This is an optimization exercise on Yosys and OpenROAD, whose aim is small area and a short achievable clock period, not a production implementation.
Where RTL was checked, it was by simulation tests only, not by an equivalence proof against the original.

Setup of old:
==> module lf_add, before the edit <==
module lf_add #(
   parameter int W    = 27,
   parameter int ARCH = 0
) (
   input  logic [W-1:0] a,
   input  logic [W-1:0] b,
   input  logic         ci,
   output logic [W-1:0] s,
   output logic [W:0]   c       
);
   localparam int LG = (W > 16) ? 5 : (W > 8) ? 4 : (W > 4) ? 3 : (W > 2) ? 2 : 1;
   logic [W-1:0] g, p;
   assign g = a & b;
   assign p = a ^ b;
   if (ARCH == 0) begin : g_tool
      logic [W:0] sum;
      assign sum = {1'b0, a} + {1'b0, b} + {{W{1'b0}}, ci};
      assign s   = sum[W-1:0];
      assign c   = {sum[W], sum[W-1:0] ^ a ^ b};
   end else if (ARCH == 1) begin : g_rca
      assign c[0] = ci;
      for (genvar i = 0; i < W; i++) begin : g_bit
         assign c[i+1] = g[i] | (p[i] & c[i]);
      end
      assign s = p ^ c[W-1:0];
   end else begin : g_pre
      logic [W-1:0] gg [0:2*LG];
      logic [W-1:0] pp [0:2*LG];
      assign gg[0] = {g[W-1:1], g[0] | (p[0] & ci)};
      assign pp[0] = p;
      if (ARCH == 2) begin : g_bk
         for (genvar l = 0; l < LG; l++) begin : g_up
            for (genvar i = 0; i < W; i++) begin : g_bit
               if ((i % (2 << l)) == (2 << l) - 1) begin : g_n
                  assign gg[l+1][i] = gg[l][i] | (pp[l][i] & gg[l][i-(1<<l)]);
                  assign pp[l+1][i] = pp[l][i] & pp[l][i-(1<<l)];
               end else begin : g_w
                  assign gg[l+1][i] = gg[l][i];
                  assign pp[l+1][i] = pp[l][i];
               end
            end
         end
         for (genvar k = 0; k < LG; k++) begin : g_dn
            localparam int L = LG - 1 - k;    
            for (genvar i = 0; i < W; i++) begin : g_bit
               if (i >= (3 << L) - 1 && ((i - ((3 << L) - 1)) % (2 << L)) == 0 && L < LG - 1) begin : g_n
                  assign gg[LG+k+1][i] = gg[LG+k][i] | (pp[LG+k][i] & gg[LG+k][i-(1<<L)]);
                  assign pp[LG+k+1][i] = pp[LG+k][i] & pp[LG+k][i-(1<<L)];
               end else begin : g_w
                  assign gg[LG+k+1][i] = gg[LG+k][i];
                  assign pp[LG+k+1][i] = pp[LG+k][i];
               end
            end
         end
      end else if (ARCH == 3) begin : g_sk
         for (genvar l = 0; l < LG; l++) begin : g_lv
            for (genvar i = 0; i < W; i++) begin : g_bit
               if ((i >> l) & 1) begin : g_n
                  assign gg[l+1][i] = gg[l][i] | (pp[l][i] & gg[l][((i >> l) << l) - 1]);
                  assign pp[l+1][i] = pp[l][i] & pp[l][((i >> l) << l) - 1];
               end else begin : g_w
                  assign gg[l+1][i] = gg[l][i];
                  assign pp[l+1][i] = pp[l][i];
               end
            end
         end
         for (genvar k = LG; k < 2*LG; k++) begin : g_pad
            assign gg[k+1] = gg[k];
            assign pp[k+1] = pp[k];
         end
      end else begin : g_sk2
         for (genvar l = 0; l < LG; l++) begin : g_lv
            for (genvar i = 0; i < W; i++) begin : g_bit
               localparam int J = (l > 0 && i == (1 << l)) ? i - 2 : ((i >> l) << l) - 1;
               if ((i >> l) & 1) begin : g_n
                  assign gg[l+1][i] = gg[l][i] | (pp[l][i] & gg[l][J]);
                  assign pp[l+1][i] = pp[l][i] & pp[l][J];
               end else if (l == 0 && i >= 2 && (i & (i - 1)) == 0) begin : g_pair
                  assign gg[l+1][i] = gg[l][i] | (pp[l][i] & gg[l][i-1]);
                  assign pp[l+1][i] = pp[l][i] & pp[l][i-1];
               end else begin : g_w
                  assign gg[l+1][i] = gg[l][i];
                  assign pp[l+1][i] = pp[l][i];
               end
            end
         end
         for (genvar k = LG; k < 2*LG; k++) begin : g_pad
            assign gg[k+1] = gg[k];
            assign pp[k+1] = pp[k];
         end
      end
      assign c = {gg[2*LG], ci};
      assign s = p ^ c[W-1:0];
   end
endmodule
==> module freq_lock_detector, before the edit <==
module freq_lock_detector (
   input  logic                                     clk,
   input  logic                                     rst_accum_all,
   input  logic                                     ld_en,
   input  logic                                     ld_clr,
   input  logic                                     st_cl,
   input  logic signed [7:0]                        otw_sat,
   output logic                                     lock_seen,
   output logic signed [7:0]                        lock_word
);
   logic signed [7:0]              cand1, cand2;
   logic                           lock_sel;
   logic [adpll_cfg_pkg::LCW-1:0]  cnt1, cnt2;
   logic [adpll_cfg_pkg::LCW-1:0]  inc1, inc2;
   logic [adpll_cfg_pkg::LCW-1:0]  lock_n;
   assign inc1 = cnt1 + 1'b1;
   assign inc2 = cnt2 + 1'b1;
   assign lock_n = st_cl ? 5'(adpll_cfg_pkg::LOCK_N_COARSE) : 5'(adpll_cfg_pkg::LOCK_N_FINE);
   always_ff @(posedge clk) begin
      if (rst_accum_all || ld_clr) begin
         cand1     <= '1;
         cand2     <= '1;
         cnt1      <= '0;
         cnt2      <= '0;
         lock_seen <= 1'b0;
         lock_sel  <= 1'b0;
      end else if (ld_en) begin
         if (otw_sat == cand1) begin
            cnt1 <= inc1;
            if (inc1 == lock_n) begin
               lock_seen <= 1'b1;
               lock_sel  <= 1'b0;
            end
         end else if (otw_sat == cand2) begin
            cnt2 <= inc2;
            if (inc2 == lock_n) begin
               lock_seen <= 1'b1;
               lock_sel  <= 1'b1;
            end
         end else begin
            cand1 <= otw_sat;
            cnt1  <= 1;
            cand2 <= cand1;
            cnt2  <= cnt1;
         end
      end
   end
   assign lock_word = lock_sel ? cand2 : cand1;
endmodule
==> flow/config.mk <==
export PLATFORM = sky130hd
export DESIGN_NAME = adpll_ctrl
export DESIGN_NICKNAME = adpll_ctrl
export VERILOG_FILES = /design/flow/design.v
export SDC_FILE = /design/flow/constraint.sdc
export NUM_CORES = 4
export LEC_CHECK = 0
export ABC_AREA = 1
export CAP_MARGIN = 20
export CORE_MARGIN = 2
export CORE_UTILIZATION = 40
export SLEW_MARGIN = 20
==> flow/constraint.sdc <==
create_clock -name core_clock -period 33.0 [get_ports {clk}]
set_input_delay 6.6000 -clock core_clock [delete_from_list [all_inputs] [get_ports {clk}]]
set_output_delay 6.6000 -clock core_clock [all_outputs]
set_load 0.01 [all_outputs]
standard.sh (not shown) runs the stock make flow with config.mk's settings and CLKGATE_MAP_FILE= SYNTH_SCRIPT=/design/flow/synth_recipe.tcl, a recipe that flattens the netlist after the stock synthesis.
==> flow/flow/run.sh <==
#!/bin/bash
# The standard layout (standard.sh: unchanged synthesis, floorplan, placement,
# CTS, routing), with two settings changed:
#  - the port buffers are plain buf_1 cells instead of the delay buffers the
#    resizer picks by default (every port still gets its own buffer);
#  - CTS uses clkbuf_16 with larger sink clusters and no dummy loads.
# The whole ORFS run's output goes to standard_flow.log here; ORFS also keeps
# each step's own log under orfs/logs/.
set -euo pipefail
export BUFFER_PORTS_ARGS="-buffer_cell sky130_fd_sc_hd__buf_1"
export CTS_ARGS="-sink_clustering_enable -repair_clock_nets -buf_list sky130_fd_sc_hd__clkbuf_16 -dont_use_dummy_load -sink_clustering_size 20 -sink_clustering_max_diameter 120"
bash standard.sh finish > standard_flow.log 2>&1
The following lists how new was set up differently from old:
diff --git a/flow/design.v b/flow/design.v
--- a/flow/design.v
+++ b/flow/design.v
@@ -122,7 +122,7 @@
                end
             end
          end
-      end else if (ARCH == 3) begin : g_sk
+      end else begin : g_sk
          for (genvar l = 0; l < LG; l++) begin : g_lv
             for (genvar i = 0; i < W; i++) begin : g_bit
                if ((i >> l) & 1) begin : g_n
@@ -138,26 +138,6 @@
             assign gg[k+1] = gg[k];
             assign pp[k+1] = pp[k];
          end
-      end else begin : g_sk2
-         for (genvar l = 0; l < LG; l++) begin : g_lv
-            for (genvar i = 0; i < W; i++) begin : g_bit
-               localparam int J = (l > 0 && i == (1 << l)) ? i - 2 : ((i >> l) << l) - 1;
-               if ((i >> l) & 1) begin : g_n
-                  assign gg[l+1][i] = gg[l][i] | (pp[l][i] & gg[l][J]);
-                  assign pp[l+1][i] = pp[l][i] & pp[l][J];
-               end else if (l == 0 && i >= 2 && (i & (i - 1)) == 0) begin : g_pair
-                  assign gg[l+1][i] = gg[l][i] | (pp[l][i] & gg[l][i-1]);
-                  assign pp[l+1][i] = pp[l][i] & pp[l][i-1];
-               end else begin : g_w
-                  assign gg[l+1][i] = gg[l][i];
-                  assign pp[l+1][i] = pp[l][i];
-               end
-            end
-         end
-         for (genvar k = LG; k < 2*LG; k++) begin : g_pad
-            assign gg[k+1] = gg[k];
-            assign pp[k+1] = pp[k];
-         end
       end
       assign c = {gg[2*LG], ci};
       assign s = p ^ c[W-1:0];
@@ -409,7 +389,6 @@
    output logic signed [7:0]                        lock_word
 );
    logic signed [7:0]              cand1, cand2;
-   logic                           lock_sel;
    logic [adpll_cfg_pkg::LCW-1:0]  cnt1, cnt2;
    logic [adpll_cfg_pkg::LCW-1:0]  inc1, inc2;
    logic [adpll_cfg_pkg::LCW-1:0]  lock_n;
@@ -423,19 +402,19 @@
          cnt1      <= '0;
          cnt2      <= '0;
          lock_seen <= 1'b0;
-         lock_sel  <= 1'b0;
+         lock_word <= '1;
       end else if (ld_en) begin
          if (otw_sat == cand1) begin
             cnt1 <= inc1;
             if (inc1 == lock_n) begin
                lock_seen <= 1'b1;
-               lock_sel  <= 1'b0;
+               lock_word <= cand1;
             end
          end else if (otw_sat == cand2) begin
             cnt2 <= inc2;
             if (inc2 == lock_n) begin
                lock_seen <= 1'b1;
-               lock_sel  <= 1'b1;
+               lock_word <= cand2;
             end
          end else begin
             cand1 <= otw_sat;
@@ -445,7 +424,6 @@
          end
       end
    end
-   assign lock_word = lock_sel ? cand2 : cand1;
 endmodule
 module bank_word_combiner (
    input  logic                                     st_cl,
==> comparison <==
Chip height (lower): old
Summary of new over old: setup slack went up, total die area went up.
Weighted congestion reported at the end of routability-driven placement across new and old: no real change.
Proportion of final cell area spent on non-clock buffers: new vs old — no meaningful difference
Delta(final period utilization, new - old) < 0
old → new: sum of met3 wire segment lengths after detailed routing saw an increase; cell area saw an increase.
Function not checked in old: the RTL went through the layout flow alone.

[separate check: timing with driven ports]
How much do the figures lean on ideal ports? The routed layouts below were timed once more, with nothing changed but the port constraints. Step 1, drivers: a clkbuf_16 drives clk and a buf_2 each remaining input, both assumed. Step 2, shift: input delay + t, output delay - t, t = (earliest + latest rising clock arrival at the registers) / 2. This alone moves slack from input paths to output paths. a / b / c = ideal / step 1 / step 2; a / b = the first two.
| run | t (ns) | setup slack, ns | clock arrival spread, ns |
|---|---|---|---|
| old | 0.573 | 1.680 / 1.656 / 1.656 | 0.049 / 0.050 |
| new | 0.585 | 1.747 / 1.717 / 1.717 | 0.033 / 0.033 |
After both steps every run listed still meets setup and hold. The setup slack of new, which loses most, moves by -0.030 ns with the drivers and by -0.030 ns with both steps.
